Context: an optimization exercise on an open-source flow, tuned for small area, a short achievable clock period and few clock cycles per item. The choices shown serve that exercise and are no tape-out recipe. Where RTL was checked, it was by simulation tests only, not by an equivalence proof against the original. Function not checked in runs 1 and 2: the RTL went through the layout flow alone. The clock port is modelled as an ideal driver; clocking choices that lean on that would not hold on a real chip.

==> design/flow/design.v <==
package aes_encr_pkg;
  localparam int NUM_ROUNDS = 10;
  function automatic logic [7:0] xtime(input logic [7:0] b);
    xtime = {b[6:0], 1'b0} ^ (b[7] ? 8'h1b : 8'h00);
  endfunction
  function automatic logic [7:0] sbox(input logic [7:0] x);
    logic U0, U1, U2, U3, U4, U5, U6, U7, T1, T2, T3, T4, T5, T6, T7, T8, T9, T10, T11, T12, T13, T14, T15, T16, T17, T18, T19, T20, T21, T22, T23, T24, T25, T26, T27, M1, M2, M3, M4, M5, M6, M7, M8, M9, M10, M11, M12, M13, M14, M15, M16, M17, M18, M19, M20, M21, M22, M23, M24, M25, M26, M27, M28, M29, M30, M31, M32, M33, M34, M35, M36, M37, M38, M39, M40, M41, M42, M43, M44, M45, M46, M47, M48, M49, M50, M51, M52, M53, M54, M55, M56, M57, M58, M59, M60, M61, M62, M63, L0, L1, L2, L3, L4, L5, L6, L7, L8, L9, L10, L11, L12, L13, L14, L15, L16, L17, L18, L19, L20, L21, L22, L23, L24, L25, L26, L27, L28, L29, S0, S1, S2, S3, S4, S5, S6, S7;
    {U0, U1, U2, U3, U4, U5, U6, U7} = x;
    T1 = U0 ^ U3;
    T2 = U0 ^ U5;
    T3 = U0 ^ U6;
    T4 = U3 ^ U5;
    T5 = U4 ^ U6;
    T6 = T1 ^ T5;
    T7 = U1 ^ U2;
    T8 = U7 ^ T6;
    T9 = U7 ^ T7;
    T10 = T6 ^ T7;
    T11 = U1 ^ U5;
    T12 = U2 ^ U5;
    T13 = T3 ^ T4;
    T14 = T6 ^ T11;
    T15 = T5 ^ T11;
    T16 = T5 ^ T12;
    T17 = T9 ^ T16;
    T18 = U3 ^ U7;
    T19 = T7 ^ T18;
    T20 = T1 ^ T19;
    T21 = U6 ^ U7;
    T22 = T7 ^ T21;
    T23 = T2 ^ T22;
    T24 = T2 ^ T10;
    T25 = T20 ^ T17;
    T26 = T3 ^ T16;
    T27 = T1 ^ T12;
    M1 = T13 & T6;
    M2 = T23 & T8;
    M3 = T14 ^ M1;
    M4 = T19 & U7;
    M5 = M4 ^ M1;
    M6 = T3 & T16;
    M7 = T22 & T9;
    M8 = T26 ^ M6;
    M9 = T20 & T17;
    M10 = M9 ^ M6;
    M11 = T1 & T15;
    M12 = T4 & T27;
    M13 = M12 ^ M11;
    M14 = T2 & T10;
    M15 = M14 ^ M11;
    M16 = M3 ^ M2;
    M17 = M5 ^ T24;
    M18 = M8 ^ M7;
    M19 = M10 ^ M15;
    M20 = M16 ^ M13;
    M21 = M17 ^ M15;
    M22 = M18 ^ M13;
    M23 = M19 ^ T25;
    M24 = M22 ^ M23;
    M25 = M22 & M20;
    M26 = M21 ^ M25;
    M27 = M20 ^ M21;
    M28 = M23 ^ M25;
    M29 = M28 & M27;
    M30 = M26 & M24;
    M31 = M20 & M23;
    M32 = M27 & M31;
    M33 = M27 ^ M25;
    M34 = M21 & M22;
    M35 = M24 & M34;
    M36 = M24 ^ M25;
    M37 = M21 ^ M29;
    M38 = M32 ^ M33;
    M39 = M23 ^ M30;
    M40 = M35 ^ M36;
    M41 = M38 ^ M40;
    M42 = M37 ^ M39;
    M43 = M37 ^ M38;
    M44 = M39 ^ M40;
    M45 = M42 ^ M41;
    M46 = M44 & T6;
    M47 = M40 & T8;
    M48 = M39 & U7;
    M49 = M43 & T16;
    M50 = M38 & T9;
    M51 = M37 & T17;
    M52 = M42 & T15;
    M53 = M45 & T27;
    M54 = M41 & T10;
    M55 = M44 & T13;
    M56 = M40 & T23;
    M57 = M39 & T19;
    M58 = M43 & T3;
    M59 = M38 & T22;
    M60 = M37 & T20;
    M61 = M42 & T1;
    M62 = M45 & T4;
    M63 = M41 & T2;
    L0 = M61 ^ M62;
    L1 = M50 ^ M56;
    L2 = M46 ^ M48;
    L3 = M47 ^ M55;
    L4 = M54 ^ M58;
    L5 = M49 ^ M61;
    L6 = M62 ^ L5;
    L7 = M46 ^ L3;
    L8 = M51 ^ M59;
    L9 = M52 ^ M53;
    L10 = M53 ^ L4;
    L11 = M60 ^ L2;
    L12 = M48 ^ M51;
    L13 = M50 ^ L0;
    L14 = M52 ^ M61;
    L15 = M55 ^ L1;
    L16 = M56 ^ L0;
    L17 = M57 ^ L1;
    L18 = M58 ^ L8;
    L19 = M63 ^ L4;
    L20 = L0 ^ L1;
    L21 = L1 ^ L7;
    L22 = L3 ^ L12;
    L23 = L18 ^ L2;
    L24 = L15 ^ L9;
    L25 = L6 ^ L10;
    L26 = L7 ^ L9;
    L27 = L8 ^ L10;
    L28 = L11 ^ L14;
    L29 = L11 ^ L17;
    S0 = L6 ^ L24;
    S1 = ~(L16 ^ L26);
    S2 = ~(L19 ^ L28);
    S3 = L6 ^ L21;
    S4 = L20 ^ L22;
    S5 = L25 ^ L29;
    S6 = ~(L13 ^ L27);
    S7 = ~(L6 ^ L23);
    sbox = {S0, S1, S2, S3, S4, S5, S6, S7};
  endfunction
  function automatic logic [7:0] rcon_of(input logic [3:0] rnd);
    rcon_of[0] = (rnd == 4'd1) | (rnd == 4'd9);
    rcon_of[1] = (rnd == 4'd2) | (rnd == 4'd9) | (rnd == 4'd10);
    rcon_of[2] = (rnd == 4'd3) | (rnd == 4'd10);
    rcon_of[3] = (rnd == 4'd4) | (rnd == 4'd9);
    rcon_of[4] = (rnd == 4'd5) | (rnd == 4'd9) | (rnd == 4'd10);
    rcon_of[5] = (rnd == 4'd6) | (rnd == 4'd10);
    rcon_of[6] = (rnd == 4'd7);
    rcon_of[7] = (rnd == 4'd8);
  endfunction
  function automatic logic [31:0] sub_rot_word(input logic [31:0] w);
    sub_rot_word = {sbox(w[23:16]), sbox(w[15:8]), sbox(w[7:0]), sbox(w[31:24])};
  endfunction
  function automatic logic [127:0] sub_bytes(input logic [127:0] s);
    logic [127:0] o;
    for (int i = 0; i < 16; i++) o[127-8*i -: 8] = sbox(s[127-8*i -: 8]);
    sub_bytes = o;
  endfunction
  function automatic logic [127:0] shift_rows(input logic [127:0] s);
    logic [127:0] o;
    for (int c = 0; c < 4; c++)
      for (int r = 0; r < 4; r++)
        o[127-8*(r+4*c) -: 8] = s[127-8*(r+4*((c+r)%4)) -: 8];
    shift_rows = o;
  endfunction
  function automatic logic [127:0] mix_columns(input logic [127:0] s);
    logic [127:0] o;
    logic [7:0] a0, a1, a2, a3, d0, d1, d2, d3;
    for (int c = 0; c < 4; c++) begin
      a0 = s[127-32*c -: 8];
      a1 = s[119-32*c -: 8];
      a2 = s[111-32*c -: 8];
      a3 = s[103-32*c -: 8];
      d0 = a0 ^ a1;
      d1 = a1 ^ a2;
      d2 = a2 ^ a3;
      d3 = a3 ^ a0;
      o[127-32*c -: 8] = xtime(d0) ^ a1 ^ d2;
      o[119-32*c -: 8] = xtime(d1) ^ a2 ^ d3;
      o[111-32*c -: 8] = xtime(d2) ^ a3 ^ d0;
      o[103-32*c -: 8] = xtime(d3) ^ a0 ^ d1;
    end
    mix_columns = o;
  endfunction
endpackage
module aes128_key_expand_step
(
  input  logic [127:0] rk,
  input  logic [31:0]  temp,
  output logic [127:0] rk_next
);
  logic [31:0] w0, w1, w2, w3;
  logic [31:0] n0, n1, n2, n3;
  always_comb begin
    w0   = rk[127:96];
    w1   = rk[95:64];
    w2   = rk[63:32];
    w3   = rk[31:0];
    n0   = w0 ^ temp;
    n1   = w1 ^ n0;
    n2   = w2 ^ n1;
    n3   = w3 ^ n2;
    rk_next = {n0, n1, n2, n3};
  end
endmodule
module aes128_encr_round_ctrl
#(
  parameter int NUM_ROUNDS = 10,
  parameter int RCNT_W     = 4
) (
  input  logic              clk,
  input  logic              rst,
  input  logic              in_valid,
  output logic              in_ready,
  input  logic [127:0]      plaintext,
  input  logic [127:0]      key,
  output logic              out_valid,
  input  logic              out_ready,
  output logic [127:0]      ciphertext
);
  if (NUM_ROUNDS != 10) begin : g_bad_rounds
    $error("aes128_encr_round_ctrl: NUM_ROUNDS must be 10 for AES-128");
  end
  if ((1 << RCNT_W) <= NUM_ROUNDS) begin : g_bad_rcnt_w
    $error("aes128_encr_round_ctrl: RCNT_W too narrow for NUM_ROUNDS");
  end
  localparam logic [RCNT_W-1:0] LAST_RND = RCNT_W'(NUM_ROUNDS);
  logic [127:0]      st_reg, k_reg, m_reg, km_reg, out_reg;
  logic [127:0]      rk_m, m_next, out_d, k_d;
  logic [31:0]       t_reg, t_next;
  logic [RCNT_W-1:0] s_nr, m_nr;
  logic              s_vld, s_park, s_old;
  logic              m_vld, m_park, m_old, m_wait, m_cont;
  logic              ov_q, nov_q, ir_q, nir_q;   
  logic              leave, park, acc;
  logic [RCNT_W-1:0] s_nr_d;
  logic              s_vld_d, s_park_d, s_old_d, m_old_d, m_wait_d, m_cont_d, ov_d, ir_d;
  logic              leave_n, park_n;
  assign t_next = aes_encr_pkg::sub_rot_word(k_reg[31:0]);
  assign m_next = aes_encr_pkg::shift_rows(aes_encr_pkg::sub_bytes(st_reg));
  aes128_key_expand_step u_key_expand (
    .rk      (km_reg),
    .temp    (t_reg ^ {aes_encr_pkg::rcon_of(4'(m_nr)), 24'h000000}),
    .rk_next (rk_m)
  );
  assign out_d = m_park ? km_reg : (m_reg ^ rk_m);
  assign leave = m_wait & m_old & nov_q;
  assign park  = m_wait & ~leave;
  assign acc   = in_valid & ~nir_q;
  assign k_d = m_cont ? rk_m : (park ? out_d : key);
  always_comb begin
    if (m_cont) begin
      s_vld_d  = 1'b1;
      s_park_d = 1'b0;
      s_old_d  = m_old;
      s_nr_d   = m_nr + RCNT_W'(1);
    end else if (park) begin
      s_vld_d  = 1'b1;
      s_park_d = 1'b1;
      s_old_d  = m_old;
      s_nr_d   = m_nr;
    end else begin
      s_vld_d  = acc;
      s_park_d = 1'b0;
      s_old_d  = ~s_vld;
      s_nr_d   = RCNT_W'(1);
    end
    m_old_d  = s_old | leave;
    m_wait_d = s_vld & (s_park | (s_nr == LAST_RND));
    m_cont_d = s_vld & ~s_park & (s_nr != LAST_RND);
    ov_d     = leave | (~nov_q & ~out_ready);
    leave_n  = m_wait_d & m_old_d & ~ov_d;
    park_n   = m_wait_d & ~leave_n;
    ir_d     = ~m_cont_d & ~park_n & ~(s_vld_d & ~s_park_d & (s_nr_d == RCNT_W'(1)));
  end
  always_ff @(posedge clk) begin
    if (rst) begin
      s_vld  <= 1'b0;
      s_park <= 1'b0;
      s_old  <= 1'b0;
      m_vld  <= 1'b0;
      m_park <= 1'b0;
      m_old  <= 1'b0;
      m_wait <= 1'b0;
      m_cont <= 1'b0;
      ov_q   <= 1'b0;
      nov_q  <= 1'b1;
      ir_q   <= 1'b1;
      nir_q  <= 1'b0;
    end else begin
      s_vld  <= s_vld_d;
      s_park <= s_park_d;
      s_old  <= s_old_d;
      m_vld  <= s_vld;
      m_park <= s_park;
      m_old  <= m_old_d;
      m_wait <= m_wait_d;
      m_cont <= m_cont_d;
      ov_q   <= ov_d;
      nov_q  <= ~ov_d;
      ir_q   <= ir_d;
      nir_q  <= ~ir_d;
    end
  end
  always_ff @(posedge clk) begin
    s_nr <= s_nr_d;
    m_nr <= s_nr;
  end
  always_ff @(posedge clk) begin
    m_reg  <= m_next;
    km_reg <= k_reg;
    t_reg  <= t_next;
    k_reg  <= k_d;
    st_reg <= (m_cont ? aes_encr_pkg::mix_columns(m_reg) : plaintext) ^ k_d;
    if (leave) out_reg <= out_d;
  end
  assign in_ready   = ir_q;
  assign out_valid  = ov_q;
  assign ciphertext = out_reg;
endmodule
==> design/flow/flow/run.sh <==
#!/bin/bash
# Standard ORFS layout, except:
#  - synthesis maps the logic with an area-oriented ABC script (flow/abc.script)
#    instead of ORFS's abc_speed.script; registers are mapped before ABC runs, so
#    they are the standard synthesis's;
#  - ports are buffered with buf_1 (outputs: buf_2) instead of the resizer's default choice
#    (clkdlybuf4s50_1, a delay cell);
#  - timing repair aims at the extra setup and hold margins in flow/setup_margin.txt
#    and flow/hold_margin.txt, if any;
#  - after global placement, the flip-flops that drive output ports are moved next
#    to their port buffers (flow/place_io_flops.tcl);
#  - before CTS, the registers that capture the S-box stage (m_reg, t_reg)
#    are taken off the clock net (flow/clock_detach.tcl), so that CTS builds its
#    tree for the other registers;
#  - after CTS, the clk port drives four root clock buffers, each driving a quarter
#    of the leaf clock buffers directly, in place of CTS's upper tree
#    (flow/clock_top.tcl); the S-box-stage registers get leaf buffers of their own,
#    fed from the roots through one clock delay cell per root: useful skew between
#    internal registers only (flow/clock_stage1.tcl).
set -euo pipefail
W=$PWD
export FLOW_ABC_SCRIPT=$W/flow/abc.script
sed 's|log_cmd abc {\*}$abc_args|log_cmd abc -script $::env(FLOW_ABC_SCRIPT) {*}[lrange $abc_args 2 end]|' \
  "$FLOW_HOME/scripts/synth.tcl" > "$W/synth_core.tcl"
grep -q FLOW_ABC_SCRIPT "$W/synth_core.tcl"
sed "s|source \$::env(SCRIPTS_DIR)/synth.tcl|source $W/synth_core.tcl|" synth_recipe.tcl > "$W/synth_abc.tcl"
grep -q synth_core.tcl "$W/synth_abc.tcl"
bash standard.sh synth SYNTH_SCRIPT="$W/synth_abc.tcl" > "$W/synth.log" 2>&1
EXTRA=(BUFFER_PORTS_ARGS="-buffer_cell sky130_fd_sc_hd__buf_1" CTS_CLUSTER_SIZE=25 CTS_CLUSTER_DIAMETER=100 CORE_UTILIZATION=65 PLACE_DENSITY=0.8 POST_GLOBAL_PLACE_TCL="$W/flow/place_io_flops.tcl" PRE_CTS_TCL="$W/flow/clock_detach.tcl" POST_CTS_TCL="$W/flow/post_cts.tcl")
if [[ -s flow/setup_margin.txt ]]; then
  EXTRA+=(SETUP_SLACK_MARGIN="$(cat flow/setup_margin.txt)")
fi
if [[ -s flow/hold_margin.txt ]]; then
  EXTRA+=(HOLD_SLACK_MARGIN="$(cat flow/hold_margin.txt)")
fi
bash standard.sh finish "${EXTRA[@]}" > "$W/layout.log" 2>&1
==> design/flow/flow/abc.script <==
&get -n; &st; &synch2; &nf -R 1000; &put
==> design/flow/flow/clock_detach.tcl <==
# Before CTS: take the clock pins of the registers that capture the S-box stage
# (m_reg, t_reg) off the clock net, so that CTS builds its tree for the
# other registers only; clock_stage1.tcl clocks them after CTS.
proc stage1_kind {nm} {
  if {[regexp {^(m_reg|t_reg)\\?\[} $nm]} { return m }
  return ""
}
set n 0
foreach inst [[ord::get_db_block] getInsts] {
  if {[stage1_kind [$inst getName]] eq ""} { continue }
  [$inst findITerm CLK] disconnect
  incr n
}
puts "clock_detach: $n S-box-stage registers taken off the clock net for CTS"
==> design/flow/flow/clock_stage1.tcl <==
# After CTS and clock_top.tcl: clock the registers that capture the S-box stage
# (m_reg, t_reg) through leaf clock buffers of their own (groups of at most
# 20 registers, split by position), fed from the nearest root clock buffer through
# one clock delay cell per root: useful skew between internal registers only.
proc stage1_kind {nm} {
  if {[regexp {^(m_reg|t_reg)\\?\[} $nm]} { return m }
  return ""
}
proc s1_split {insts maxg} {
  if {[llength $insts] <= $maxg} { return [list $insts] }
  set xs {}; set ys {}
  foreach i $insts { set l [$i getLocation]; lappend xs [lindex $l 0]; lappend ys [lindex $l 1] }
  set xs [lsort -integer $xs]; set ys [lsort -integer $ys]
  set dim [expr {([lindex $xs end] - [lindex $xs 0]) >= ([lindex $ys end] - [lindex $ys 0]) ? 0 : 1}]
  set sorted [lsort -command [list s1_cmp $dim] $insts]
  set h [expr {[llength $sorted] / 2}]
  return [concat [s1_split [lrange $sorted 0 [expr {$h - 1}]] $maxg] [s1_split [lrange $sorted $h end] $maxg]]
}
proc s1_cmp {dim a b} {
  return [expr {[lindex [$a getLocation] $dim] - [lindex [$b getLocation] $dim]}]
}
proc s1_centroid {insts} {
  set sx 0; set sy 0
  foreach i $insts { set l [$i getLocation]; set sx [expr {$sx + [lindex $l 0]}]; set sy [expr {$sy + [lindex $l 1]}] }
  set n [llength $insts]
  return [list [expr {int($sx / $n)}] [expr {int($sy / $n)}]]
}
set block [ord::get_db_block]
set leafm [[ord::get_db] findMaster sky130_fd_sc_hd__clkbuf_16]
set dlym(m) [[ord::get_db] findMaster sky130_fd_sc_hd__clkdlybuf4s50_2]
set dlym(k) [[ord::get_db] findMaster sky130_fd_sc_hd__clkdlybuf4s25_1]
set maxg 20
set roots {}
foreach inst [$block getInsts] { if {[string match "clkroot_*" [$inst getName]]} { lappend roots $inst } }
array unset s1
array set s1 {m {} k {}}
foreach inst [$block getInsts] {
  set k [stage1_kind [$inst getName]]
  if {$k ne ""} { lappend s1($k) $inst }
}
set nl 0
foreach kind {m k} {
  if {[llength $s1($kind)] == 0} { continue }
  array unset byroot
  foreach grp [s1_split $s1($kind) $maxg] {
    lassign [s1_centroid $grp] cx cy
    set leaf [odb::dbInst_create $block $leafm "clkbuf_s1${kind}_$nl"]
    $leaf setLocation $cx $cy
    $leaf setPlacementStatus PLACED
    set net [odb::dbNet_create $block "clknet_s1${kind}_$nl"]
    $net setSigType CLOCK
    [$leaf findITerm X] connect $net
    foreach i $grp { [$i findITerm CLK] connect $net }
    incr nl
    # nearest root
    set best ""; set bd 0
    foreach r $roots {
      set rl [$r getLocation]
      set d [expr {abs([lindex $rl 0] - $cx) + abs([lindex $rl 1] - $cy)}]
      if {$best eq "" || $d < $bd} { set best $r; set bd $d }
    }
    lappend byroot([$best getName]) $leaf
  }
  foreach rname [array names byroot] {
    set r [$block findInst $rname]
    set leaves $byroot($rname)
    lassign [s1_centroid $leaves] dx dy
    set d [odb::dbInst_create $block $dlym($kind) "clkskew_${kind}_$rname"]
    $d setLocation $dx $dy
    $d setPlacementStatus PLACED
    set dnet [odb::dbNet_create $block "clknet_skew_${kind}_$rname"]
    $dnet setSigType CLOCK
    [$d findITerm A] connect [[$r findITerm X] getNet]
    [$d findITerm X] connect $dnet
    foreach l $leaves { [$l findITerm A] connect $dnet }
    puts "clock_stage1: $rname -> [$dlym($kind) getName] -> [llength $leaves] $kind leaves"
  }
}
detailed_placement
==> design/flow/flow/clock_top.tcl <==
# Flatten the top of the clock tree: after CTS, the clk port drives four root clock
# buffers (one per quadrant of the leaf buffers), and each root drives the leaf clock
# buffers of its quadrant directly. The tree's upper buffers are removed.
set block [ord::get_db_block]
set portnet [[$block findBTerm clk] getNet]
set rootm [[ord::get_db] findMaster sky130_fd_sc_hd__clkbuf_16]
# clock buffers reachable from the port
set leaves {}
set uppers {}
set front [list $portnet]
while {[llength $front]} {
  set next {}
  foreach net $front {
    foreach it [$net getITerms] {
      if {![$it isInputSignal] && [[$it getMTerm] getName] ne "A"} { continue }
      set inst [$it getInst]
      set m [[$inst getMaster] getName]
      if {![string match "sky130_fd_sc_hd__clkbuf_*" $m]} { continue }
      set out [[$inst findITerm X] getNet]
      if {$out eq "NULL"} { continue }
      set isleaf 0
      foreach it2 [$out getITerms] {
        if {[[[$it2 getInst] getMaster] isSequential]} { set isleaf 1 }
      }
      if {$isleaf} { lappend leaves $inst } else { lappend uppers $inst; lappend next $out }
    }
  }
  set front $next
}
puts "flat: [llength $leaves] leaf buffers, [llength $uppers] upper buffers"
# median split into quadrants
set xs {}; set ys {}
foreach l $leaves { set p [$l getLocation]; lappend xs [lindex $p 0]; lappend ys [lindex $p 1] }
set mx [lindex [lsort -integer $xs] [expr {[llength $xs] / 2}]]
set my [lindex [lsort -integer $ys] [expr {[llength $ys] / 2}]]
array unset fgroups
array set fgroups {}
foreach l $leaves {
  set p [$l getLocation]
  lappend fgroups("[expr {[lindex $p 0] >= $mx}][expr {[lindex $p 1] >= $my}]") $l
}
# detach everything from the old upper tree
foreach l $leaves { [$l findITerm A] disconnect }
set upnets {}
foreach u $uppers {
  lappend upnets [[$u findITerm X] getNet]
  odb::dbInst_destroy $u
}
foreach out $upnets {
  # CTS's dummy loads (clock buffers with no output net) on the removed nets go too
  foreach it [$out getITerms] {
    set inst [$it getInst]
    set o [$inst getFirstOutput]
    if {$o eq "NULL" || [$o getNet] eq "NULL"} { odb::dbInst_destroy $inst }
  }
  if {[llength [$out getITerms]] != 0 || [llength [$out getBTerms]] != 0} {
    error "clock_top: net [$out getName] still has loads"
  }
  odb::dbNet_destroy $out
}
set i 0
foreach q [lsort [array names fgroups]] {
  set ls $fgroups($q)
  set sx 0; set sy 0
  foreach l $ls { set p [$l getLocation]; set sx [expr {$sx + [lindex $p 0]}]; set sy [expr {$sy + [lindex $p 1]}] }
  set n [llength $ls]
  set r [odb::dbInst_create $block $rootm "clkroot_$i"]
  $r setLocation [expr {int($sx / $n)}] [expr {int($sy / $n)}]
  $r setPlacementStatus PLACED
  set net [odb::dbNet_create $block "clknet_root_$i"]
  $net setSigType CLOCK
  [$r findITerm A] connect $portnet
  [$r findITerm X] connect $net
  foreach l $ls { [$l findITerm A] connect $net }
  puts "flat: root $i drives $n leaf buffers"
  incr i
}
detailed_placement
==> design/flow/flow/place_io_flops.tcl <==
# After global placement: make each output port's buffer a buf_2, move it to its pin
# and move the flip-flop that drives it onto it, so that both sit next to the pin.
# Detailed placement then legalizes them.
set block [ord::get_db_block]
set core [$block getCoreArea]
set moved 0
foreach bterm [$block getBTerms] {
  if {[$bterm getIoType] ne "OUTPUT"} { continue }
  set net [$bterm getNet]
  if {$net eq "NULL"} { continue }
  set buf ""
  foreach it [$net getITerms] {
    if {[$it isOutputSignal]} { set buf [$it getInst] }
  }
  if {$buf eq ""} { continue }
  set ff ""
  foreach it [$buf getITerms] {
    if {![$it isInputSignal]} { continue }
    set in_net [$it getNet]
    if {$in_net eq "NULL"} { continue }
    foreach it2 [$in_net getITerms] {
      if {[$it2 isOutputSignal]} { set ff [$it2 getInst] }
    }
  }
  if {$ff eq ""} { continue }
  if {![[$ff getMaster] isSequential]} { continue }
  replace_cell [$buf getName] sky130_fd_sc_hd__buf_2
  set pb [$bterm getBBox]
  set x [expr {min(max(([$pb xMin] + [$pb xMax]) / 2, [$core xMin]), [$core xMax] - 5000)}]
  set y [expr {min(max(([$pb yMin] + [$pb yMax]) / 2, [$core yMin]), [$core yMax] - 5000)}]
  $buf setLocation $x $y
  $ff setLocation $x $y
  incr moved
}
puts "place_io_flops: moved $moved output flip-flops next to their port buffers"
==> design/flow/flow/post_cts.tcl <==
# After CTS: flatten the top of the clock tree, then clock the S-box-stage registers.
set post_cts_dir [file dirname [info script]]
source $post_cts_dir/clock_top.tcl
source $post_cts_dir/clock_stage1.tcl
==> design/flow/standard.sh <==
#!/bin/bash
# synth_recipe.tcl (not shown) runs the flow's synth.tcl, then flattens the netlist and writes it again
# the make line also repeats each setting of config.mk as NAME=value (left out here)
make -C /OpenROAD-flow-scripts/flow DESIGN_CONFIG=/design/flow/config.mk WORK_HOME=/design/flow/orfs CLKGATE_MAP_FILE= SYNTH_SCRIPT=/design/flow/synth_recipe.tcl "${@:-finish}"
==> design/flow/config.mk <==
export PLATFORM = sky130hd
export DESIGN_NAME = aes128_encr_round_ctrl
export DESIGN_NICKNAME = aes128_encr_round_ctrl
export VERILOG_FILES = /design/flow/design.v
export SDC_FILE = /design/flow/constraint.sdc
export NUM_CORES = 8
export LEC_CHECK = 0
export CAP_MARGIN = 20
export CORE_MARGIN = 2
export CORE_UTILIZATION = 30
export SLEW_MARGIN = 20
==> design/flow/constraint.sdc <==
create_clock -name core_clock -period 20.0 [get_ports {clk}]
set_input_delay 4.0000 -clock core_clock [delete_from_list [all_inputs] [get_ports {clk}]]
set_output_delay 4.0000 -clock core_clock [all_outputs]
set_load 0.01 [all_outputs]
==> results of run 1 <==
[cell type report, clock buffers not listed]
type | instances | area, um2
Multi-Input combinational cell | 3979 | 30300
Fill cell | 5531 | 19900
Sequential cell | 691 | 15100
Timing Repair Buffer | 399 | 1710
Tap cell | 940 | 1180
Buffer | 16 | 345
Inverter | 76 | 290
Clock inverter | 11 | 156
[through the flow]
stage               cell area (um2)  instances
detailed placement            48600       6085
global placement              48500       6085
global route                  49900       6151
finish                        49900       6151
floorplan                     45700       4746
[cell usage in the layout (no fill, tap or decap), types with 3 or more instances in the layout]
| master | n |
|---|---|
| sky130_fd_sc_hd__xnor2_1 | 1706 |
| sky130_fd_sc_hd__xor2_1 | 657 |
| sky130_fd_sc_hd__dfxtp_1 | 561 |
| sky130_fd_sc_hd__nand2_1 | 405 |
| sky130_fd_sc_hd__nor2_1 | 356 |
| sky130_fd_sc_hd__buf_1 | 259 |
| sky130_fd_sc_hd__mux2i_1 | 182 |
| sky130_fd_sc_hd__a21oi_1 | 153 |
| sky130_fd_sc_hd__buf_2 | 130 |
| sky130_fd_sc_hd__edfxtp_1 | 128 |
| sky130_fd_sc_hd__mux2_1 | 105 |
| sky130_fd_sc_hd__clkinv_1 | 74 |
| sky130_fd_sc_hd__o21ai_0 | 69 |
| sky130_fd_sc_hd__nor2b_1 | 57 |
| sky130_fd_sc_hd__a211oi_1 | 57 |
| sky130_fd_sc_hd__ha_1 | 44 |
| sky130_fd_sc_hd__clkbuf_16 | 39 |
| sky130_fd_sc_hd__nand2b_1 | 32 |
| sky130_fd_sc_hd__and2_0 | 31 |
| sky130_fd_sc_hd__and3_1 | 28 |
| sky130_fd_sc_hd__a31oi_1 | 19 |
| sky130_fd_sc_hd__a22o_1 | 16 |
| sky130_fd_sc_hd__a21o_1 | 12 |
| sky130_fd_sc_hd__o21a_1 | 11 |
| sky130_fd_sc_hd__clkbuf_1 | 11 |
| sky130_fd_sc_hd__buf_4 | 9 |
| sky130_fd_sc_hd__nand3_1 | 8 |
| sky130_fd_sc_hd__or3_1 | 4 |
| sky130_fd_sc_hd__o32ai_1 | 4 |
| sky130_fd_sc_hd__inv_12 | 4 |
| sky130_fd_sc_hd__clkdlybuf4s50_2 | 4 |
| sky130_fd_sc_hd__inv_6 | 3 |
| sky130_fd_sc_hd__nor3_1 | 3 |
| sky130_fd_sc_hd__a22oi_1 | 3 |
| sky130_fd_sc_hd__xnor3_1 | 3 |
[kinds of logic after synthesis]
logic type,after synthesis,synth area share
xor gates and xnor gates,2366,0.454
buffers and inverters,76,0.00624
AOI/OAI and AO/OA,354,0.0461
muxes,287,0.0657
DFF,691,0.331
and+or+nand+nor,928,0.0850
adders and majority gates,44,0.0120
[worst paths after layout]
path	end	slack [ps]
max	ciphertext[4]	15000
min	m_reg[88]	280
max reg2reg	m_reg[106]	15480
min reg2reg	m_reg[88]	280
[layer usage]
layer	GRT usage	wire length, um	vias to the layer above
li1	-	-	16200
met1	0.502	58500	16300
met2	0.583	61100	1443
met3	0.0459	9720	299
met4	0.160	7070	2
met5	0	13	-
==> run summary, run 1 <==
The run finished with no timing, DRC or antenna violations. The global-route usage over all layers is 0.367. The number of enable-type register cells in the synthesized netlist is 128.

In this run the horizontal extent of the chip is 269 um. The number of endpoints with negative hold slack in the final report came out at 0. The worst setup path is launched from a register. The buffer and inverter count on the worst path is 1. The shortest clock period the worst path allows after layout came out at 5000 ps.

The async set-reset flop share out of synthesis is 0. After synthesis the netlist holds a flip-flop and latch count of 691. The most used flip-flop cell after synthesis is sky130_fd_sc_hd__dfxtp_1. The most used standard cell by instance count after synthesis is sky130_fd_sc_hd__xnor2_1.

The setup slack at placement is 14840 ps. Walking the worst path, the cells encountered are buf_2. The pin count of the biggest net entering global routing came out at 167. Setup total negative slack on the finished layout was measured at 0 ps. The startpoint of the tightest hold check path is st_reg[88].

Of the cells placed in the final design, the portion with a size suffix greater than 1 is 0.0386. In this run the worst path has a maximum fanout of 1. In this run the critical register-to-register path is launched from st_reg[47]. The final wirelength came out at 136000 um. From synthesis to final layout, the design area changed by 9.06%.

TritonCTS built the clock tree. After synthesis, the mean cell area works out to 9.63 um2. The final number of setup-violating endpoints is 0.

In this run the tightest slew margin relative to its limit is 0.135. The register clock-pin slew on the reported worst setup and hold paths is 100 ps. The die covers 72500 um2. The wire length of the first global-routing pass is 204000 um. The peak clock frequency supported by timing is 200 MHz. Data on the critical path arrives at its endpoint at 1000 ps. The clock insertion delay at the later pin of the skew report came out at 1040 ps. In the finished design, the share of the clock period the worst path needs comes to 0.250. The number of cells on the worst reg-to-reg path came out at 16. The total core area is 69800 um2. The highest cell delay on the worst timing path came out at 420 ps.

Setup repair after global routing left no endpoint under its margin. Dividing the detail-routed wire length by the instance count gives 22.2 um. The mapped netlist covers 45700 um2. The initial utilization of the core area, before any placement, comes to 0.655.

The total global routing overflow came out at 0. The largest individual stage delay along the critical path comes from the cell sky130_fd_sc_hd__edfxtp_1. The largest area contributor in the synthesized netlist is sky130_fd_sc_hd__xnor2_1.

The share of the synthesized area in the top cell type came out at 0.327. The class of the most critical setup path is reg2out. The required time at the worst-slack endpoint is 16000 ps. The top cell family by delay on the critical path is flip-flops. By count the netlist is led by sky130_fd_sc_hd__xnor2_1, sky130_fd_sc_hd__xor2_1, sky130_fd_sc_hd__dfxtp_1, sky130_fd_sc_hd__nand2_1, sky130_fd_sc_hd__nor2_1. The setup slack after layout came out at 15000 ps. By area the synthesized netlist is led by sky130_fd_sc_hd__xnor2_1, sky130_fd_sc_hd__dfxtp_1, sky130_fd_sc_hd__xor2_1. For the final database, setup skew stands at 693 ps. The number of nets in the synthesized netlist is 5050.

The number of buffers added on ports is 389. The number of antenna violations at the first check in global routing is 5. The antenna violation net count after detailed routing came out at 0. In this run the number of cells on the critical path is 1. The final number of max-transition violations is 0. In the routed layout, each cell is associated on average with a via count of 5.55. From bottom edge to top edge, the die measures 269 um. The count of maximum capacitance violations is 0. The floorplan has 97 rows. The wire-length estimate of the detail-placed layout is 109000 um. The first-pass iteration count of the detailed router is 6.

The number of distinct library cells after synthesis came out at 36. At the pin with the least slew margin, the transition time is 1300 ps. The startpoint of the most critical setup path is out_reg[4]. The repair_antennas step left the layout with diodes totalling 0.

The detailed router placed 34.2k vias in this run. The proportion of synthesized chip area in sequential cells came out at 0.331. The number of cells traversed by the worst hold path is 4. The path class of the tightest hold or removal check is reg2reg. Hold is met by 281 ps. The remaining design rule violation count is 0. The number of nets at the end of the flow is 5493. The first-iteration detailed-routing DRC count came out at 2962.

The count of mapped cells out of synthesis is 4746. 390 I/O pins were placed. The number of global-route vias before repair was 33.4k. STA classifies the critical path endpoint as an output pin.

The Yosys step of the flow raised 2 warnings. Once layout is complete, the utilization of the core stands at 0.714.
==> run 2: changes to the inputs <==
--- a/design/flow/design.v
+++ b/design/flow/design.v
@@ -161,22 +161,151 @@
         o[127-8*(r+4*c) -: 8] = s[127-8*(r+4*((c+r)%4)) -: 8];
     shift_rows = o;
   endfunction
+  function automatic logic [31:0] mix_column(input logic [31:0] v);
+    logic n32, n33, n34, n35, n36, n37, n38, n39, n40, n41, n42, n43, n44, n45, n46, n47, n48, n49, n50, n51, n52, n53, n54, n55, n56, n57, n58, n59, n60, n61, n62, n63, n64, n65, n66, n67, n68, n69, n70, n71, n72, n73, n74, n75, n76, n77, n78, n79, n80, n81, n82, n83, n84, n85, n86, n87, n88, n89, n90, n91, n92, n93, n94, n95, n96, n97, n98, n99, n100, n101, n102, n103, n104, n105, n106, n107, n108, n109, n110, n111, n112, n113, n114, n115, n116, n117, n118, n119, n120, n121, n122, n123, n124, n125, n126, n127, n128, n129, n130;
+    logic [31:0] o;
+    n32 = v[14] ^ v[22];
+    n33 = v[23] ^ v[31];
+    n34 = v[5] ^ v[29];
+    n35 = v[7] ^ v[15];
+    n36 = v[6] ^ v[30];
+    n37 = v[13] ^ v[21];
+    n38 = v[16] ^ v[24];
+    n39 = v[0] ^ v[8];
+    n40 = v[18] ^ v[26];
+    n41 = v[2] ^ v[10];
+    n42 = v[9] ^ n40;
+    n43 = v[4] ^ n37;
+    n44 = v[25] ^ n41;
+    n45 = v[20] ^ n34;
+    n46 = v[24] ^ n33;
+    n47 = v[8] ^ n35;
+    n48 = v[9] ^ v[25];
+    n49 = v[11] ^ v[27];
+    n50 = v[19] ^ v[27];
+    n51 = v[12] ^ n43;
+    n52 = v[11] ^ n35;
+    n53 = v[28] ^ n45;
+    n54 = v[12] ^ v[28];
+    n55 = v[15] ^ v[23];
+    n56 = n41 ^ n50;
+    n57 = v[3] ^ v[18];
+    n58 = v[1] ^ v[16];
+    n59 = n48 ^ n58;
+    n60 = n50 ^ n55;
+    n61 = v[28] ^ n43;
+    n62 = n39 ^ n46;
+    n63 = n38 ^ n55;
+    n64 = v[17] ^ n47;
+    n65 = n62 ^ n63;
+    n66 = n58 ^ n64;
+    n67 = n52 ^ n56;
+    n68 = v[29] ^ n51;
+    n69 = n46 ^ n59;
+    n70 = v[13] ^ n53;
+    n71 = v[0] ^ n63;
+    n72 = n35 ^ n65;
+    n73 = v[5] ^ n61;
+    n74 = n38 ^ n47;
+    n75 = v[6] ^ n32;
+    n76 = v[22] ^ v[31];
+    n77 = n34 ^ n75;
+    n78 = v[29] ^ n36;
+    n79 = v[21] ^ n78;
+    n80 = v[14] ^ n79;
+    n81 = v[21] ^ n45;
+    n82 = v[12] ^ n81;
+    n83 = n32 ^ n33;
+    n84 = v[7] ^ n83;
+    n85 = v[7] ^ n55;
+    n86 = n36 ^ n85;
+    n87 = v[0] ^ n66;
+    n88 = n59 ^ n87;
+    n89 = v[2] ^ v[17];
+    n90 = n42 ^ n89;
+    n91 = v[10] ^ n42;
+    n92 = v[1] ^ n91;
+    n93 = v[26] ^ n44;
+    n94 = v[17] ^ n93;
+    n95 = v[18] ^ n44;
+    n96 = v[1] ^ n95;
+    n97 = v[13] ^ n78;
+    n98 = n77 ^ n97;
+    n99 = v[30] ^ n76;
+    n100 = n35 ^ n99;
+    n101 = n57 ^ n60;
+    n102 = v[10] ^ n101;
+    n103 = n40 ^ n49;
+    n104 = n33 ^ n103;
+    n105 = v[3] ^ n104;
+    n106 = v[22] ^ n37;
+    n107 = n36 ^ n106;
+    n108 = n55 ^ n76;
+    n109 = n75 ^ n108;
+    n110 = v[2] ^ n35;
+    n111 = n104 ^ n110;
+    n112 = n101 ^ n111;
+    n113 = v[3] ^ v[20];
+    n114 = n54 ^ n113;
+    n115 = v[4] ^ v[28];
+    n116 = n52 ^ n114;
+    n117 = n33 ^ n115;
+    n118 = n50 ^ n117;
+    n119 = n49 ^ n60;
+    n120 = v[12] ^ n118;
+    n121 = n118 ^ n119;
+    n122 = n116 ^ n121;
+    n123 = v[20] ^ n115;
+    n124 = n119 ^ n123;
+    n125 = v[9] ^ n65;
+    n126 = v[24] ^ n66;
+    n127 = n125 ^ n126;
+    n128 = v[15] ^ n85;
+    n129 = v[25] ^ n128;
+    n130 = n66 ^ n129;
+    o[0] = n74;
+    o[1] = n88;
+    o[2] = n92;
+    o[3] = n67;
+    o[4] = n116;
+    o[5] = n68;
+    o[6] = n98;
+    o[7] = n109;
+    o[8] = n71;
+    o[9] = n130;
+    o[10] = n90;
+    o[11] = n102;
+    o[12] = n124;
+    o[13] = n82;
+    o[14] = n107;
+    o[15] = n84;
+    o[16] = n62;
+    o[17] = n69;
+    o[18] = n94;
+    o[19] = n105;
+    o[20] = n120;
+    o[21] = n70;
+    o[22] = n80;
+    o[23] = n100;
+    o[24] = n72;
+    o[25] = n127;
+    o[26] = n96;
+    o[27] = n112;
+    o[28] = n122;
+    o[29] = n73;
+    o[30] = n77;
+    o[31] = n86;
+    mix_column = o;
+  endfunction
   function automatic logic [127:0] mix_columns(input logic [127:0] s);
     logic [127:0] o;
-    logic [7:0] a0, a1, a2, a3, d0, d1, d2, d3;
+    logic [31:0] c32;
     for (int c = 0; c < 4; c++) begin
-      a0 = s[127-32*c -: 8];
-      a1 = s[119-32*c -: 8];
-      a2 = s[111-32*c -: 8];
-      a3 = s[103-32*c -: 8];
-      d0 = a0 ^ a1;
-      d1 = a1 ^ a2;
-      d2 = a2 ^ a3;
-      d3 = a3 ^ a0;
-      o[127-32*c -: 8] = xtime(d0) ^ a1 ^ d2;
-      o[119-32*c -: 8] = xtime(d1) ^ a2 ^ d3;
-      o[111-32*c -: 8] = xtime(d2) ^ a3 ^ d0;
-      o[103-32*c -: 8] = xtime(d3) ^ a0 ^ d1;
+      c32 = mix_column({s[103-32*c -: 8], s[111-32*c -: 8], s[119-32*c -: 8], s[127-32*c -: 8]});
+      o[127-32*c -: 8] = c32[7:0];
+      o[119-32*c -: 8] = c32[15:8];
+      o[111-32*c -: 8] = c32[23:16];
+      o[103-32*c -: 8] = c32[31:24];
     end
     mix_columns = o;
   endfunction
==> run 2 against run 1 <==
  * Still clean on timing, DRC and antenna
  * Maximum frequency fell by 1.2%
  * First-iteration DRC count increased by 8.4%
  * Core utilization grew 0.57 points
  * Critical endpoint is now st_reg[45]
==> run summary, run 2 <==
The clock insertion delay at the later pin of the skew report is 1050 ps (about the same). The Yosys warning count came out at 2 (unchanged). In the layout the commonest cells are sky130_fd_sc_hd__xnor2_1, sky130_fd_sc_hd__xor2_1, sky130_fd_sc_hd__dfxtp_1. In the post-synthesis netlist, the biggest area contributors are sky130_fd_sc_hd__xnor2_1, sky130_fd_sc_hd__dfxtp_1, sky130_fd_sc_hd__xor2_1. The total vias in the final route is 34.0k (-0.54%).

The register-to-register path setup slack is 15440 ps (-40 ps). The post-route clock skew was 693 ps (-0.304 ps). The number of vias per cell is 5.54 (-0.16%). The share of final-layout standard cells stronger than drive strength 1 came to 0.0396 (+0.00107).

The x dimension of the die is 268 um (-0.39%). TritonCTS built the clock tree. The worst setup path is launched from an input port. The register clock-pin slew on the reported worst setup and hold paths is 90 ps (about the same). The startpoint identified for the worst register-to-register timing path is m_nr[0]. The final sum of negative setup slack was 0 ps (unchanged).

The final number of max-transition violations is 0 (unchanged). The initial core utilization is 0.659 (+0.00392). The library cell used most frequently in the layout, excluding fill and tap cells, is sky130_fd_sc_hd__xnor2_1.

The overall die area came out at 71900 um2 (-0.77%). The first-iteration detailed-routing DRC count is 3210 (+8.4%). The worst setup path is of the in2reg kind. In this run the critical register-to-register path is captured at st_reg[25]. The number of antenna violations at the first check in global routing came out at 4 (-1). The total global routing overflow came to 0 (unchanged).

The proportion of synthesized chip area in sequential cells is 0.333 (+0.00262). The count of maximum capacitance violations came to 0 (unchanged). The number of endpoints with negative hold slack in the final report came out at 0 (unchanged). Setup repair after global routing left no endpoint under its margin. The number of cells on the worst reg-to-reg path came out at 13 (-3). The count of antenna diodes in the layout came out at 0 (unchanged). The total of flip-flops plus latches after synthesis is 691 (unchanged).

The worst path arrival time was 5300 ps (+4300 ps). The number of enable-type register cells in the synthesized netlist is 128 (unchanged). The area growth from synthesis to layout came out at 9.27%.

The average wire per cell in the routed design came out at 22.1 um (-0.50%). The endpoint class of the critical path is a register. The shortest clock period the worst path allows after layout was 5060 ps (+59.7 ps).

The pin count of the biggest net entering global routing is 121 (-28%). The wire length of the first global-routing pass came out at 199000 um (-2.5%). The global-route usage over all layers came to 0.368 (+0.00110). The number of global-route vias before repair was 33.3k (-0.22%). The kind of path behind the tightest hold check is reg2reg. The total core area is 68800 um2 (-1.4%). The net count of the mapped netlist was 5030 (-0.40%). Among all cell types in the netlist, the one instantiated most often is sky130_fd_sc_hd__xnor2_1. The run finished with no timing, DRC or antenna violations.

The height of the chip is 268 um (-0.39%). The number of nets at the end of the flow came out at 5478 (-0.27%). The summed instance area of the synthesized netlist came to 45400 um2 (-0.79%).

The required time at the worst-slack endpoint came out at 20240 ps (+4240 ps). The worst-case headroom to the max-slew limit was 0.274 (+0.139). The detailed placement HPWL came out at 109000 um (-0.59%).

The cell row count is 96 (-1.0%). The transition time of the tightest slew-check pin is 1090 ps (-209 ps). The final wirelength came out at 135000 um (-0.87%). The most used flip-flop cell after synthesis is sky130_fd_sc_hd__dfxtp_1. In this run the worst setup path begins at key[45]. The first-pass iteration count of the detailed router came out at 5 (-1). The peak clock frequency supported by timing is 198 MHz (-1.2%). The share of the clock period used by the worst path came out at 0.253 (+0.00298). The largest fanout on the critical path is 2 (+1).

The average cell area after synthesis is 9.60 um2 (-0.37%). The count of mapped cells out of synthesis came to 4726 (-0.42%). The final number of setup-violating endpoints came to 0 (unchanged). The number of buffers added on ports is 389 (unchanged).

The async set-reset flop share out of synthesis is 0 (unchanged). The remaining design rule violation count is 0 (unchanged). Following the worst setup path forward leads to its endpoint at st_reg[45].

The share of the synthesized area in the top cell type came to 0.315 (-0.0117). The largest area contributor in the synthesized netlist is sky130_fd_sc_hd__xnor2_1. The number of top-level pins came out at 390 (unchanged). The antenna violation net count after detailed routing came out at 0 (unchanged). In the synthesized netlist, the cells that appear most often are sky130_fd_sc_hd__xnor2_1, sky130_fd_sc_hd__xor2_1, sky130_fd_sc_hd__dfxtp_1, sky130_fd_sc_hd__nand2_1, sky130_fd_sc_hd__nor2_1.

The number of distinct library cells after synthesis is 34 (-5.6%).
==> run 2: cell count changes in the layout (fill, tap and decap cells not counted), sizes merged, moves of 3 or more <==
cell | before | now
nand2 | 406 | 433
a21oi | 153 | 149
mux2i | 182 | 178
nor2 | 356 | 353
nand2b | 32 | 16
buf | 399 | 403
xor2 | 657 | 690
o21ai | 69 | 77
xnor2 | 1706 | 1632
clkinv | 76 | 89
==> run 2: through the flow <==
step                hold WS [ps]  worst slack, ps  instances  cell area [um2]   util
finish                       282            14940       6128            49600  0.720
global route                 326            14880       6128            49600  0.720
detailed placement           312            14570       6060            48300  0.701
global placement             310            14550       6060            48100  0.699
floorplan                    310             6940       4726            45400      -
==> run 2: logic make-up after synthesis <==
kind of cell | synth area share
buffers and inverters | 0.00728
muxes | 0.0654
adders and majority gates | 0.0121
and+or+nand+nor | 0.0860
AOI/OAI and AO/OA | 0.0465
xor gates and xnor gates | 0.449
DFF | 0.333
==> run 2: routing by layer <==
metal / track usage / vias up / part of all wire
met5: 0 / - / 0.00025
met4: 0.192 / 6 / 0.060
met3: 0.0634 / 341 / 0.078
met2: 0.582 / 1390 / 0.44
met1: 0.483 / 16100 / 0.42
li1: - / 16100 / -
==> run 2: worst min path at each step <==
stage	from	to	slack, ps	depth (start not counted)
2_1_floorplan	k_reg[100]	km_reg[100]	310	0
3_3_place_gp	k_reg[64]	km_reg[64]	310	0
3_5_place_dp	k_reg[97]	km_reg[97]	310	0
5_1_grt	st_reg[127]	m_reg[125]	330	4
6_report	st_reg[127]	m_reg[125]	280	4
==> run 2: area by class of cell, clock buffers not listed <==
type / instances / area [um2]
buffer: 16 / 345
clock inverter: 12 / 199
fill: 5363 / 19300
inverter: 88 / 335
multi-input combinational: 3947 / 29900
sequential: 691 / 15100
tap: 931 / 1160
timing repair buffer: 403 / 1740
==> run 2: critical path: stages <==
cell	delay (ps)
sky130_fd_sc_hd__buf_1	70
sky130_fd_sc_hd__nand2_1	40
sky130_fd_sc_hd__and3_1	210
sky130_fd_sc_hd__a21oi_1	830
sky130_fd_sc_hd__xnor2_1	150
==> run 3: changes to the inputs <==
--- a/design/flow/design.v
+++ b/design/flow/design.v
@@ -374,7 +374,7 @@
   assign leave = m_wait & m_old & nov_q;
   assign park  = m_wait & ~leave;
   assign acc   = in_valid & ~nir_q;
-  assign k_d = m_cont ? rk_m : (park ? out_d : key);
+  assign k_d = (m_cont | park) ? (m_cont ? rk_m : out_d) : key;
   always_comb begin
     if (m_cont) begin
       s_vld_d  = 1'b1;
==> run 3 against run 2 <==
  * Still clean on timing, DRC and antenna
  * Setup slack gained 62 ps
  * Flip-flop and latch count is the same
  * Final cell count grew 0.26%
  * Final area is essentially flat
  * First-iteration DRC count shrank 7.3%
  * Synthesized area shrank 0.17%
  * Register-to-register slack gained 30 ps
  * Critical path depth shrank 4
  * Routed wire length grew 2.4%
  * Critical endpoint is now ciphertext[57]
==> run summary, run 3 <==
In the layout the commonest cells are sky130_fd_sc_hd__xnor2_1, sky130_fd_sc_hd__xor2_1, sky130_fd_sc_hd__dfxtp_1. The summed instance area of the synthesized netlist came out at 45300 um2 (-0.17%). The post-place instance area came out at 48200 um2 (-0.22%). The average cell area after synthesis came to 9.55 um2 (-0.47%). The detailed placement HPWL is 111000 um (+2.5%). The buffer and inverter count on the worst path came out at 1 (unchanged). The most used flip-flop cell after synthesis is sky130_fd_sc_hd__dfxtp_1.

The worst path arrival time came to 1000 ps (-4300 ps). The final wirelength came to 138000 um (+2.4%). The share of the synthesized area in the top cell type came to 0.315 (about the same).

The share of the clock period used by the worst path is 0.250 (-0.00311). The pin count of the biggest net entering global routing is 190 (+57%). The worst-case headroom to the max-slew limit is 0.222 (-0.0519).

The net count of the mapped netlist came out at 5044 (+0.28%). The cell row count is 96 (unchanged). The number of top-level pins came out at 390 (unchanged).

The critical path goes through buf_2. The endpoint identified for the worst register-to-register timing path is st_reg[25]. The first-pass iteration count of the detailed router is 6 (+1).

The total core area is 68800 um2 (unchanged). The final sum of negative setup slack is 0 ps (unchanged). The peak clock frequency supported by timing is 200 MHz (+1.2%). The tightest min-delay check is of the reg2reg type. The initial core utilization is 0.658 (-0.00113).

The global-route met2 utilization came to 0.623 (+0.0406). The worst setup path is launched from a register. The area growth from synthesis to layout came out at 9.50%. The count of mapped cells out of synthesis came out at 4740 (+0.30%). The clock insertion delay at the later pin of the skew report is 1130 ps (+80 ps). By instance count, the leading cell after synthesis is sky130_fd_sc_hd__xnor2_1.

The total vias in the final route is 34.3k (+0.84%). The number of global-route vias before repair came to 33.5k (+0.64%). The number of filler cells placed in the layout is 5400 (+0.69%).

The highest cell delay on the worst timing path came to 430 ps (-400 ps). The proportion of synthesized chip area in sequential cells is 0.334 (+0.000571). The final number of setup-violating endpoints is 0 (unchanged). The final design instance area without fill came out at 49600 um2 (about the same). The number of nets at the end of the flow came out at 5491 (+0.24%). The first-iteration detailed-routing DRC count is 2976 (-7.3%). The register-to-register path setup slack is 15470 ps (+30 ps). TritonCTS built the clock tree.

The average wire per cell in the routed design came out at 22.5 um (+2.1%). The top cell family by delay on the critical path is flip-flops. The wire length of the first global-routing pass is 204000 um (+2.4%). The worst setup path is of the reg2out kind. The capture point of the critical path is ciphertext[57]. The antenna violation net count after detailed routing came out at 0 (unchanged). The total global routing overflow was 0 (unchanged). The transition time of the tightest slew-check pin came to 1160 ps (+69.6 ps). The Yosys warning count came to 2 (unchanged).

The run finished with no timing, DRC or antenna violations. The number of cells on the critical path came out at 1 (-4). The share of final-layout standard cells stronger than drive strength 1 is 0.0397 (+0.0000930). The count of maximum capacitance violations is 0 (unchanged).

The global-route usage over all layers is 0.378 (+0.00995). The library cell used most frequently in the layout, excluding fill and tap cells, is sky130_fd_sc_hd__xnor2_1. The largest fanout on the critical path was 1 (-1). The number of cells on the worst reg-to-reg path is 13 (unchanged).

The async set-reset flop share out of synthesis came to 0 (unchanged). The global-route met1 utilization is 0.498 (+0.0151).

By area the synthesized netlist is led by sky130_fd_sc_hd__xnor2_1, sky130_fd_sc_hd__dfxtp_1, sky130_fd_sc_hd__xor2_1. The routing usage on met3 came out at 0.0433 (-0.0202). For this design, the slowest cell found on the critical path is sky130_fd_sc_hd__edfxtp_1. The register clock-pin slew on the reported worst setup and hold paths is 100 ps (about the same).

The required time at the worst-slack endpoint came out at 16000 ps (-4240 ps).

The number of buffers added on ports came out at 389 (unchanged). The biggest area contributor in the post-synthesis netlist is sky130_fd_sc_hd__xnor2_1. The number of antenna violations at the first check in global routing came out at 3 (-1). The overall die area is 71800 um2 (-0.17%). The remaining design rule violation count was 0 (unchanged). The worst setup path is captured at an output pin.

The global routing stage identified its most utilized layer as met2. The number of enable-type register cells in the synthesized netlist came out at 128 (unchanged). The number of endpoints with negative hold slack in the final report came to 0 (unchanged). The number of vias per cell is 5.58 (+0.58%). In this run the critical register-to-register path is launched from m_nr[0].

Setup repair after global routing left no endpoint under its margin. The x dimension of the die is 268 um (about the same). The post-route clock skew is 776 ps (+83.2 ps). The height of the chip came out at 268 um (about the same).

The final number of max-transition violations came to 0 (unchanged). The number of distinct library cells after synthesis is 33 (-2.9%). In the synthesized netlist, the cells that appear most often are sky130_fd_sc_hd__xnor2_1, sky130_fd_sc_hd__xor2_1, sky130_fd_sc_hd__dfxtp_1, sky130_fd_sc_hd__nand2_1, sky130_fd_sc_hd__nor2_1. The shortest clock period the worst path allows after layout is 5000 ps (-62.3 ps). The total of flip-flops plus latches after synthesis is 691 (unchanged). The most critical setup path has its startpoint at out_reg[57].
## run 3: cell types whose count changed after synthesis, moves of 4 or more
cell and delta:
sky130_fd_sc_hd__a211oi_1 -53, sky130_fd_sc_hd__a31oi_1 -9, sky130_fd_sc_hd__and2_0 -29, sky130_fd_sc_hd__and3_1 -28, sky130_fd_sc_hd__clkinv_1 -26, sky130_fd_sc_hd__mux2_1 +22
sky130_fd_sc_hd__mux2i_1 -12, sky130_fd_sc_hd__nand2_1 +9, sky130_fd_sc_hd__nand2b_1 +10, sky130_fd_sc_hd__nor2_1 +47, sky130_fd_sc_hd__o21ai_0 +92, sky130_fd_sc_hd__or3_1 -4
sky130_fd_sc_hd__xnor2_1 -4
## run 3: cell families after synthesis
family,share of synthesized area
AO/OA/AOI/OAI,0.0463
adder cells (fa/ha/maj),0.0122
XOR/XNOR,0.450
AND/OR/NAND/NOR,0.0839
multiplexers,0.0683
flip-flops,0.334
buffers and inverters,0.00514
## run 3: worst min-delay path by stage
| stage | startpoint | endpoint | slack (ps) | cells after the start |
|---|---|---|---|---|
| after floorplan | k_reg[100] | km_reg[100] | 310 | 0 |
| after global placement | k_reg[67] | km_reg[67] | 310 | 0 |
| after detailed placement | k_reg[32] | km_reg[32] | 310 | 0 |
| after global routing | st_reg[80] | m_reg[112] | 260 | 4 |
| final | st_reg[80] | m_reg[112] | 180 | 4 |
## run 3: routing by layer
layer / up-vias / part of all wire
li1: 16100 / -
met1: 16400 / 0.42
met2: 1433 / 0.46
met3: 321 / 0.070
met4: 2 / 0.051
met5: - / 0.000094
## run 3: area by class of cell, clock buffers not listed
cell class | instances | area [um2] | area share
multi-input cells | 3987 | 29900 | 0.604
flip-flops and latches | 691 | 15100 | 0.305
repair buffers | 399 | 1710 | 0.0345
well taps | 931 | 1160 | 0.0235
plain buffers | 16 | 345 | 0.00697
clock inverters | 16 | 264 | 0.00533
inverters | 62 | 238 | 0.00480
diodes | 3 | 7.51 | 0.000151
## run 3: through the flow
step           worst slack (ps)  instances  utilization  hold WS [ps]
2_1_floorplan              8040       4740            -           310
3_3_place_gp              14950       6070        0.698           310
3_5_place_dp              14940       6070        0.700           312
5_1_grt                   14970       6141        0.720           260
6_report                  15000       6144        0.720           176
Testbench counts of run 3, summed over its fixed seeds: cycles 3,880, items 384.
==> run 4: changes to the inputs <==
--- a/design/flow/flow/run.sh
+++ b/design/flow/flow/run.sh
@@ -7,6 +7,8 @@
 #    (clkdlybuf4s50_1, a delay cell);
 #  - timing repair aims at the extra setup and hold margins in flow/setup_margin.txt
 #    and flow/hold_margin.txt, if any;
+#  - outputs are placed on the top and bottom edges
+#    (flow/pins.tcl);
 #  - after global placement, the flip-flops that drive output ports are moved next
 #    to their port buffers (flow/place_io_flops.tcl);
 #  - before CTS, the registers that capture the S-box stage (m_reg, t_reg)
@@ -26,7 +28,7 @@
 sed "s|source \$::env(SCRIPTS_DIR)/synth.tcl|source $W/synth_core.tcl|" synth_recipe.tcl > "$W/synth_abc.tcl"
 grep -q synth_core.tcl "$W/synth_abc.tcl"
 bash standard.sh synth SYNTH_SCRIPT="$W/synth_abc.tcl" > "$W/synth.log" 2>&1
-EXTRA=(BUFFER_PORTS_ARGS="-buffer_cell sky130_fd_sc_hd__buf_1" CTS_CLUSTER_SIZE=25 CTS_CLUSTER_DIAMETER=100 CORE_UTILIZATION=65 PLACE_DENSITY=0.8 POST_GLOBAL_PLACE_TCL="$W/flow/place_io_flops.tcl" PRE_CTS_TCL="$W/flow/clock_detach.tcl" POST_CTS_TCL="$W/flow/post_cts.tcl")
+EXTRA=(BUFFER_PORTS_ARGS="-buffer_cell sky130_fd_sc_hd__buf_1" CTS_CLUSTER_SIZE=25 CTS_CLUSTER_DIAMETER=100 CORE_UTILIZATION=65 PLACE_DENSITY=0.8 PRE_IO_PLACEMENT_TCL="$W/flow/pins.tcl" POST_GLOBAL_PLACE_TCL="$W/flow/place_io_flops.tcl" PRE_CTS_TCL="$W/flow/clock_detach.tcl" POST_CTS_TCL="$W/flow/post_cts.tcl")
 if [[ -s flow/setup_margin.txt ]]; then
   EXTRA+=(SETUP_SLACK_MARGIN="$(cat flow/setup_margin.txt)")
 fi
==> design/flow/flow/pins.tcl (new file) <==
# Before pin placement: outputs on the top and bottom edges (inputs anywhere), so that
# the output registers and buffers have room next to their pins.
set outs_b {}; set outs_t {}
foreach bt [[ord::get_db_block] getBTerms] {
  set n [$bt getName]
  if {[$bt getIoType] eq "OUTPUT"} {
    if {[regexp {^ciphertext\[([0-9]+)\]$} $n -> i]} {
      if {$i < 64} { lappend outs_b $n } else { lappend outs_t $n }
    } elseif {$n eq "out_valid"} { lappend outs_b $n } else { lappend outs_t $n }
  }
}
set_io_pin_constraint -pin_names $outs_b -region bottom:*
set_io_pin_constraint -pin_names $outs_t -region top:*
puts "pins: [llength $outs_b] + [llength $outs_t] outputs on bottom/top"
==> run 4 against run 3 <==
  * Die area is the same
  * Routed wire length grew 7.1%
  * Via count grew 0.87%
  * Global-route usage grew 2.5 points
  * Setup slack lost 12 ps
  * Worst hold slack gained 37 ps
  * Sequential share of layout area grew 0.079 points
  * Maximum frequency shrank 0.25%
  * Highest routed layer unchanged
==> run summary, run 4 <==
The peak clock frequency supported by timing was 200 MHz (-0.25%). The count of maximum capacitance violations is 0 (unchanged). The number of filler cells placed in the layout came out at 5383 (-0.31%). Setup repair after global routing left no endpoint under its margin.

The summed instance area of the synthesized netlist is 45300 um2 (unchanged). STA classifies the critical path endpoint as an output pin. The count of mapped cells out of synthesis came out at 4740 (unchanged). The proportion of synthesized chip area in sequential cells came out at 0.334 (unchanged). Leaving out fill and tap cells, the most frequent cells in the layout are sky130_fd_sc_hd__xnor2_1, sky130_fd_sc_hd__xor2_1, sky130_fd_sc_hd__dfxtp_1. The wire length of the first global-routing pass is 212000 um (+3.8%). Broken down by cell family, the worst path's largest delay share belongs to flip-flops. The area growth from synthesis to layout is 9.21%.

The required time at the worst-slack endpoint came out at 16000 ps (about the same). The startpoint identified for the worst hold timing path is st_reg[8]. The Yosys warning count is 2 (unchanged).

The setup slack after layout is 14990 ps (-12.5 ps). The buffer and inverter count on the worst path came out at 1 (unchanged).

The class of the most critical setup path is reg2out. The worst-case headroom to the max-slew limit was 0.0716 (-0.151). After synthesis, the most frequently instantiated cells are sky130_fd_sc_hd__xnor2_1, sky130_fd_sc_hd__xor2_1, sky130_fd_sc_hd__dfxtp_1, sky130_fd_sc_hd__nand2_1, sky130_fd_sc_hd__nor2_1. The remaining design rule violation count is 0 (unchanged). The path class of the tightest hold or removal check is reg2reg. The share of the clock period used by the worst path was 0.251 (+0.000625). The share of final-layout standard cells stronger than drive strength 1 came out at 0.0386 (-0.00112). The number of global-route vias before repair is 33.4k (-0.45%). The number of enable-type register cells in the synthesized netlist is 128 (unchanged).

The beginning of the worst register-to-register path is st_reg[116]. The first-pass iteration count of the detailed router came to 6 (unchanged). The detailed placement HPWL is 122000 um (+9.5%). The first-iteration detailed-routing DRC count was 3138 (+5.4%).

The run finished with no timing, DRC or antenna violations. The number of top-level pins came out at 390 (unchanged).

The number of buffers added on ports is 389 (unchanged). The total global routing overflow came out at 0 (unchanged). The total of flip-flops plus latches after synthesis came out at 691 (unchanged). The final sum of negative setup slack came to 0 ps (unchanged). The number of antenna violations at the first check in global routing came out at 8 (+5).

The post-route clock skew came out at 766 ps (-10.1 ps). By area the synthesized netlist is led by sky130_fd_sc_hd__xnor2_1, sky130_fd_sc_hd__dfxtp_1, sky130_fd_sc_hd__xor2_1. Walking the worst path, the cells encountered are buf_2. STA classifies the critical path startpoint as a register. The final number of max-transition violations came to 0 (unchanged). The most common library cell in the layout ignoring fill and taps is sky130_fd_sc_hd__xnor2_1.

The number of cells after detailed placement came out at 6071 (+0.016%). The average wire per cell in the routed design is 24.2 um (+7.2%). The register clock-pin slew on the reported worst setup and hold paths came out at 100 ps (about the same). The antenna violation net count after detailed routing came out at 0 (unchanged).

The total core area was 68800 um2 (unchanged). The x dimension of the die is 268 um (unchanged). The initial core utilization was 0.658 (unchanged). The cell row count is 96 (unchanged). Among all flip-flop cells after synthesis, the most frequent one is sky130_fd_sc_hd__dfxtp_1.

The worst hold path terminates at m_reg[72]. The worst path arrival time came out at 1010 ps (about the same). TritonCTS built the clock tree. The register-to-register path setup slack came out at 15430 ps (-40 ps).

sky130_fd_sc_hd__xnor2_1 takes more of the synthesized area than any other cell. The final number of setup-violating endpoints is 0 (unchanged). The share of the synthesized area in the top cell type is 0.315 (unchanged). The endpoint identified for the worst register-to-register timing path is m_reg[23].

The largest fanout on the critical path is 1 (unchanged). The share of the core filled with cells came out at 0.718 (-0.00185). The net count of the mapped netlist came out at 5044 (unchanged). The overall die area is 71800 um2 (unchanged).

The height of the chip is 268 um (unchanged). The number of nets at the end of the flow is 5488 (-0.055%). The slowest stage of the critical path belongs to the cell sky130_fd_sc_hd__edfxtp_1. The number of cells traversed by the worst hold path came out at 4 (unchanged). The number of vias per cell is 5.63 (+0.92%). The transition time of the tightest slew-check pin came out at 1380 ps (+220 ps). The number of endpoints with negative hold slack in the final report is 0 (unchanged).

The final non-filler cell total came out at 6141 (-0.049%). The clock insertion delay at the later pin of the skew report came out at 1130 ps (about the same). The number of distinct library cells after synthesis came out at 33 (unchanged). The shortest clock period the worst path allows after layout is 5010 ps (+12.5 ps). The global-route usage over all layers was 0.403 (+0.0253). The async set-reset flop share out of synthesis came out at 0 (unchanged). The pin count of the biggest net entering global routing came out at 179 (-5.8%). The final wirelength came out at 148000 um (+7.1%). The setup slack at placement came out at 14720 ps (-213 ps). The total vias in the final route came out at 34.6k (+0.87%). The highest cell delay on the worst timing path came to 450 ps (+20 ps).

The number of cells on the worst reg-to-reg path came out at 16 (+3). Yosys instantiated no cell more often than sky130_fd_sc_hd__xnor2_1. The average cell area after synthesis is 9.55 um2 (unchanged).
## run 4: cell counts after synthesis
No cell type changed its count.
## run 4: kinds of logic after synthesis
group                      after synthesis  share of synthesized area
muxes                                  293                     0.0683
DFF                                    691                      0.334
adders and majority gates               44                     0.0122
and+or+nand+nor                        945                     0.0839
AOI/OAI and AO/OA                      383                     0.0463
buffers and inverters                   62                    0.00514
xor gates and xnor gates              2322                      0.450
## run 4: layer usage
| layer | up-vias | track usage | wire length, um | share of wire |
|---|---|---|---|---|
| met1 | 16400 | 0.489 | 57200 | 0.39 |
| met4 | 4 | 0.320 | 14300 | 0.097 |
| met5 | - | 0 | 21 | 0.00014 |
| li1 | 16100 | - | - | - |
| met2 | 1561 | 0.652 | 66900 | 0.45 |
| met3 | 433 | 0.0489 | 9940 | 0.067 |
## run 4: final cells by class, clock buffers not listed
type	count	area (um2)	area share
sequential	691	15100	0.306
timing repair buffer	400	1730	0.0349
tap	931	1160	0.0236
inverter	62	238	0.00481
clock inverter	11	179	0.00362
buffer	16	345	0.00698
antenna	4	10.0	0.000202
multi-input combinational	3987	29900	0.605
## run 4: worst reg2reg max path, stage by stage, from the launching register on
cell and delay (ps):
sky130_fd_sc_hd__dfxtp_1 550, sky130_fd_sc_hd__xnor2_1 260, sky130_fd_sc_hd__xnor2_1 520, sky130_fd_sc_hd__xor2_1 210
sky130_fd_sc_hd__ha_1 240, sky130_fd_sc_hd__xnor2_1 280, sky130_fd_sc_hd__xnor2_1 170, sky130_fd_sc_hd__xor2_1 500
sky130_fd_sc_hd__a211oi_1 160, sky130_fd_sc_hd__a21oi_1 400, sky130_fd_sc_hd__xor2_1 310, sky130_fd_sc_hd__xor2_1 210
sky130_fd_sc_hd__nor2_1 80, sky130_fd_sc_hd__xnor2_1 320, sky130_fd_sc_hd__xnor2_1 220, sky130_fd_sc_hd__xnor2_1 400
sky130_fd_sc_hd__xnor2_1 140
## run 4: worst max path at each step
stage / startpoint / to / slack (ps) / depth (start not counted)
after global placement: key[78] / st_reg[78] / 14740 / 4
final: out_reg[50] / ciphertext[50] / 14990 / 1
after floorplan: m_cont / ir_q / 8040 / 6
after detailed placement: in_valid / ir_q / 14720 / 6
after global routing: out_reg[50] / ciphertext[50] / 14990 / 1
## run 4: through the flow
step / area [um2] / hold WS [ps]
finish: 49400 / 214
floorplan: 45300 / 310
global placement: 48000 / 310
global route: 49400 / 238
detailed placement: 48200 / 312

## static timing again, ports no longer ideal
The flow's constraints put no driver on any port. The routed layouts listed below were extracted and timed again, unchanged, in two steps. Step 1, drivers: a clkbuf_16 drives clk and a buf_2 each remaining input, both assumed. Step 2, shift: input delay + t, output delay - t, t = (earliest + latest rising clock arrival at the registers) / 2. This alone moves slack from input paths to output paths. Slacks: ideal ports / drivers / drivers and shift; pairs: ideal ports / drivers.
run | shift t [ns] | setup WS [ns] | worst setup path after step 2 | latest minus earliest clock arrival (ns) | worst register clock-pin slew, ns
run 1 | 0.845 | 14.998 / 14.847 / 14.398 | input to register | 0.694 / 0.693 | 0.11 / 0.11
run 2 | 0.841 | 14.938 / 14.885 / 14.213 | input to register | 0.696 / 0.697 | 0.11 / 0.11
run 3 | 0.882 | 15.000 / 14.860 / 14.544 | input to register | 0.777 / 0.776 | 0.11 / 0.11
run 4 | 0.882 | 14.988 / 14.844 / 14.291 | input to register | 0.777 / 0.776 | 0.11 / 0.11
In every run listed the clock reaches the registers at very different times; t lies between them, and the last value is a rough guide only. For run 2, which loses most, drivers alone change the setup slack by -0.053 ns; drivers and shift together by -0.725 ns.
